This is an optimization exercise on Yosys and OpenROAD, whose aim is small area, a short achievable clock period and few clock cycles, not a production implementation.
At most, simulation tests tie the RTL to the original design; equivalence was not proved.

==> inputs of willow <==
==> flow/design.v <==
`timescale 1ns/1ps
`default_nettype none
module reorder_crossbar (
    input  logic                                clk,
    input  logic                                arst_n,
    input  logic                                in_valid,
    input  logic [8*(16 + 2 + (2 * (16 + 4 + 2)))-1:0]       in_pe,
    input  logic [4*8-1:0]      in_data,
    output logic                                in_ready,
    output logic                                out_valid,
    output logic [((16 + 1 + 4 * 8) + 4 * ((2 * (16 + 4 + 2)) + 1))-1:0]                  out_beat,
    input  logic                                out_ready
);
    localparam int NPE    = 8;
    localparam int HIW    = 4;
    localparam int HIWL   = 2;
    localparam int AW     = 16;
    localparam int ROW_W  = (2 * (16 + 4 + 2));
    localparam int PE_W   = (16 + 2 + (2 * (16 + 4 + 2)));
    localparam int LANE_W = ((2 * (16 + 4 + 2)) + 1);
    localparam int DW     = HIW * 8;
    logic load;
    logic hold;
    assign load     = !out_valid || out_ready;
    assign hold     = !load;
    assign in_ready = load;
    logic [HIW-1:0] sel [NPE];
    logic [NPE-1:0] act;
    always_comb begin
        for (int i = 0; i < NPE; i++) begin
            act[i] = load && in_pe[i*PE_W + PE_W - 1];
            for (int j = 0; j < HIW; j++) begin
                sel[i][j] = act[i] &&
                    (in_pe[i*PE_W + ROW_W + 1 +: HIWL] == HIWL'(j));
            end
        end
    end
    logic [AW-1:HIWL]     head_q, head_d;
    logic                 delim_q, delim_d;
    logic [DW-1:0]        data_q, data_d;
    logic [HIW-1:0]       rv_q, rv_d;
    logic [ROW_W-1:0]     row_q [HIW];
    logic [ROW_W-1:0]     row_d [HIW];
    always_comb begin
        head_d  = {(AW-HIWL){hold}} & head_q;
        delim_d = hold & delim_q;
        for (int i = 0; i < NPE; i++) begin
            head_d  = head_d  | ({(AW-HIWL){act[i]}} & in_pe[i*PE_W + ROW_W + 1 + HIWL +: AW-HIWL]);
            delim_d = delim_d | (act[i] & in_pe[i*PE_W + ROW_W]);
        end
        data_d = load ? in_data : data_q;
        for (int j = 0; j < HIW; j++) begin
            rv_d[j]  = hold & rv_q[j];
            row_d[j] = {ROW_W{hold}} & row_q[j];
            for (int i = 0; i < NPE; i++) begin
                rv_d[j]  = rv_d[j]  | sel[i][j];
                row_d[j] = row_d[j] | ({ROW_W{sel[i][j]}} & in_pe[i*PE_W +: ROW_W]);
            end
        end
    end
    always_ff @(posedge clk or negedge arst_n) begin
        if (!arst_n) begin
            out_valid <= 1'b0;
        end else if (load) begin
            out_valid <= in_valid;
        end
    end
    always_ff @(posedge clk) begin
        head_q  <= head_d;
        delim_q <= delim_d;
        data_q  <= data_d;
        rv_q    <= rv_d;
        for (int j = 0; j < HIW; j++) row_q[j] <= row_d[j];
    end
    always_comb begin
        out_beat[((16 + 1 + 4 * 8) + 4 * ((2 * (16 + 4 + 2)) + 1))-1 -: AW-HIWL]   = head_q;
        out_beat[((16 + 1 + 4 * 8) + 4 * ((2 * (16 + 4 + 2)) + 1))-AW +: HIWL]       = '0;
        out_beat[DW + HIW*LANE_W]        = delim_q;
        out_beat[HIW*LANE_W +: DW]       = data_q;
        for (int j = 0; j < HIW; j++)
            out_beat[j*LANE_W +: LANE_W] = {rv_q[j], row_q[j]};
    end
endmodule
`default_nettype wire
==> flow/run.sh <==
#!/bin/bash
# synth_recipe.tcl (not shown) runs the flow's synth.tcl, then flattens the netlist and writes it again
# the make line also repeats each setting of config.mk as NAME=value (left out here)
make -C /OpenROAD-flow-scripts/flow DESIGN_CONFIG=/design/flow/config.mk WORK_HOME=/design/flow/orfs CLKGATE_MAP_FILE= SYNTH_SCRIPT=/design/flow/synth_recipe.tcl finish
==> flow/config.mk <==
export PLATFORM = sky130hd
export DESIGN_NAME = reorder_crossbar
export DESIGN_NICKNAME = reorder_crossbar
export VERILOG_FILES = /design/flow/design.v
export SDC_FILE = /design/flow/constraint.sdc
export NUM_CORES = 4
export LEC_CHECK = 0
export CAP_MARGIN = 20
export CORE_MARGIN = 2
export CORE_UTILIZATION = 50
export SLEW_MARGIN = 20
==> flow/constraint.sdc <==
create_clock -name core_clock -period 4.0 [get_ports {clk}]
set_input_delay 0.8000 -clock core_clock [delete_from_list [all_inputs] [get_ports {clk}]]
set_output_delay 0.8000 -clock core_clock [all_outputs]
set_load 0.01 [all_outputs]
==> pepper (differences from willow) <==
--- a/flow/design.v
+++ b/flow/design.v
@@ -1 +1,49 @@
+`timescale 1ns/1ps
+`default_nettype none
+module xbar_aoi3 (
+    input  logic [2:0] a,
+    input  logic [2:0] b,
+    output logic       y_n
+);
+    assign y_n = !((a[0] & b[0]) | (a[1] & b[1]) | (a[2] & b[2]));
+endmodule
+module xbar_aoi2 (
+    input  logic [1:0] a,
+    input  logic [1:0] b,
+    output logic       y_n
+);
+    assign y_n = !((a[0] & b[0]) | (a[1] & b[1]));
+endmodule
+module xbar_bit (
+    input  logic [7:0] en,
+    input  logic [7:0] d,
+    input  logic       hold,
+    input  logic       q,
+    output logic       nxt
+);
+    logic [2:0] t_n;
+    xbar_aoi3 u_t0 (.a(en[2:0]), .b(d[2:0]), .y_n(t_n[0]));
+    xbar_aoi3 u_t1 (.a(en[5:3]), .b(d[5:3]), .y_n(t_n[1]));
+    xbar_aoi3 u_t2 (.a({hold, en[7:6]}), .b({q, d[7:6]}), .y_n(t_n[2]));
+    assign nxt = !(&t_n);
+endmodule
+module xbar_hold_bit (
+    input  logic load,
+    input  logic d,
+    input  logic hold,
+    input  logic q,
+    output logic nxt
+);
+    assign nxt = (load & d) | (hold & q);
+endmodule
+`default_nettype wire
+`default_nettype none
+module xbar_ready (
+    input  logic out_valid,
+    input  logic out_ready,
+    output logic ready
+);
+    assign ready = !out_valid || out_ready;
+endmodule
+`default_nettype wire
 `timescale 1ns/1ps
@@ -23,5 +71,5 @@
     logic hold;
-    assign load     = !out_valid || out_ready;
-    assign hold     = !load;
-    assign in_ready = load;
+    xbar_ready u_load  (.out_valid(out_valid), .out_ready(out_ready), .ready(load));
+    xbar_ready u_ready (.out_valid(out_valid), .out_ready(out_ready), .ready(in_ready));
+    assign hold = !load;
     logic [HIW-1:0] sel [NPE];
@@ -43,18 +91,31 @@
     logic [ROW_W-1:0]     row_d [HIW];
+    logic [NPE-1:0]       lane_en  [HIW];
+    logic [NPE-1:0]       row_bits [ROW_W];
+    logic [NPE-1:0]       head_bits [AW];
+    logic [NPE-1:0]       delim_bits;
     always_comb begin
-        head_d  = {(AW-HIWL){hold}} & head_q;
-        delim_d = hold & delim_q;
         for (int i = 0; i < NPE; i++) begin
-            head_d  = head_d  | ({(AW-HIWL){act[i]}} & in_pe[i*PE_W + ROW_W + 1 + HIWL +: AW-HIWL]);
-            delim_d = delim_d | (act[i] & in_pe[i*PE_W + ROW_W]);
+            for (int j = 0; j < HIW; j++) lane_en[j][i] = sel[i][j];
+            for (int b = 0; b < ROW_W; b++) row_bits[b][i] = in_pe[i*PE_W + b];
+            for (int b = 0; b < AW; b++) head_bits[b][i] = in_pe[i*PE_W + ROW_W + 1 + b];
+            delim_bits[i] = in_pe[i*PE_W + ROW_W];
         end
-        data_d = load ? in_data : data_q;
-        for (int j = 0; j < HIW; j++) begin
-            rv_d[j]  = hold & rv_q[j];
-            row_d[j] = {ROW_W{hold}} & row_q[j];
-            for (int i = 0; i < NPE; i++) begin
-                rv_d[j]  = rv_d[j]  | sel[i][j];
-                row_d[j] = row_d[j] | ({ROW_W{sel[i][j]}} & in_pe[i*PE_W +: ROW_W]);
-            end
+    end
+    for (genvar b = HIWL; b < AW; b++) begin : g_head
+        xbar_bit u_bit (
+            .en(act), .d(head_bits[b]), .hold(hold), .q(head_q[b]), .nxt(head_d[b]));
+    end
+    xbar_bit u_delim (
+        .en(act), .d(delim_bits), .hold(hold), .q(delim_q), .nxt(delim_d));
+    for (genvar j = 0; j < HIW; j++) begin : g_lane
+        assign rv_d[j] = (hold & rv_q[j]) | (|lane_en[j]);
+        for (genvar b = 0; b < ROW_W; b++) begin : g_row
+            xbar_bit u_bit (
+                .en(lane_en[j]), .d(row_bits[b]), .hold(hold), .q(row_q[j][b]),
+                .nxt(row_d[j][b]));
         end
+    end
+    for (genvar b = 0; b < DW; b++) begin : g_data
+        xbar_hold_bit u_bit (
+            .load(load), .d(in_data[b]), .hold(hold), .q(data_q[b]), .nxt(data_d[b]));
     end
==> flow/flow/run.sh (new file) <==
#!/bin/bash
# Standard layout (standard.sh, the standard flow's own ORFS flow) with two changes:
#  - the port buffers are plain buf_1 cells instead of the delay buffers
#    buffer_ports picks by default (every port still gets its buffer);
#  - clock tree synthesis without dummy balancing loads, with sink clusters
#    of up to 20 registers within 150 um.
# make's full output goes to standard.log; ORFS keeps each step's log under orfs/logs.
export BUFFER_PORTS_ARGS="-buffer_cell sky130_fd_sc_hd__buf_1"
export CTS_ARGS="-sink_clustering_enable -repair_clock_nets -dont_use_dummy_load -sink_clustering_size 20 -sink_clustering_max_diameter 150"
bash standard.sh > standard.log 2>&1
==> flow/standard.sh (new file) <==
#!/bin/bash
# synth_recipe.tcl (not shown) runs the flow's synth.tcl, then flattens the netlist and writes it again
# the make line also repeats each setting of config.mk as NAME=value (left out here)
make -C /OpenROAD-flow-scripts/flow DESIGN_CONFIG=/design/flow/config.mk WORK_HOME=/design/flow/orfs CLKGATE_MAP_FILE= SYNTH_SCRIPT=/design/flow/synth_recipe.tcl "${@:-finish}"
Settings changed: CELL_PAD_IN_SITES_DETAIL_PLACEMENT from default to 2, CELL_PAD_IN_SITES_GLOBAL_PLACEMENT from default to 2, CORE_AREA from default to 3 3 262 262, CORE_MARGIN 2 to default, CORE_UTILIZATION 50 to default, DIE_AREA from default to 0 0 265 265, PLACE_DENSITY from default to 0.45, SETUP_SLACK_MARGIN from default to 2.0, SYNTH_HIERARCHICAL from default to 1, TNS_END_PERCENT from default to 0.
removed: flow/run.sh
==> run summary <==
	pepper	willow
Result of the run	no timing/DRC/antenna violations	did not finish
Last stage reached	-	3_2_place_iop
Library cell with the highest instance count after synthesis	a222oi_1	nand4_1
Die span in y	265 um	195 um
Post-synthesis average cell area	11.0 sq um	8.21 sq um
Register area share after synthesis	37.7%	26.9%
XOR/XNOR share of the synthesized area	0%	0%
Number of synthesized flops with an enable pin	0	32
Number of distinct library cells after synthesis	31	44
Area share of the largest cell type after synthesis	47.3%	21.5%
Post-Synthesis Cells	1105	2212
Die outline width	265 um	195 um
Mux cell area share after synthesis	0.0929%	0%
Count of synthesis-stage warnings from yosys	18	4
Total number of placement rows	94	69
Synthesized-area fraction occupied by and/or/nand/nor cells	11.7%	37.5%
Area of the mapped netlist	12100 sq um	18200 sq um
Cell type with the largest total area after synthesis	a222oi_1	dfxtp_1
Post-synthesis compound-gate area fraction	49.8%	26.9%
Initial cell density of the core	18.3%	50.9%
Most frequently used flop master after synthesis	dfxtp_1	dfxtp_1
Testbench counts of pepper, summed over its fixed seeds: cycles 9,200.
Only the layout flow was run in willow; the RTL was not checked for function there.

==> port drivers added, routing unchanged <==
The results above use ideal ports. As a check the final layout listed here was re-extracted and re-timed, cells and wires unchanged. Step 1: set_driving_cell puts a clkbuf_16 on clk and a buf_2 on each other input, an assumption about the parent block. Step 2 moves the port delays by t, midway between the first and last clock arrival at a register: inputs arrive t later, outputs are due t later. That takes back most of the time a late clock gives input paths. a / b / c = no drivers / after step 1 / after step 2; a / b = the first two.
run: pepper
shift t [ns]: 0.583
setup WS [ns]: 1.802 / 1.798 / 1.215
worst hold slack (ns): 0.071 / 0.115 / 0.481
worst register clock-pin slew, ns: 0.11 / 0.11
After both steps pepper still meets setup and hold. For pepper, drivers alone change the setup slack by -0.004 ns; drivers and shift together by -0.587 ns.
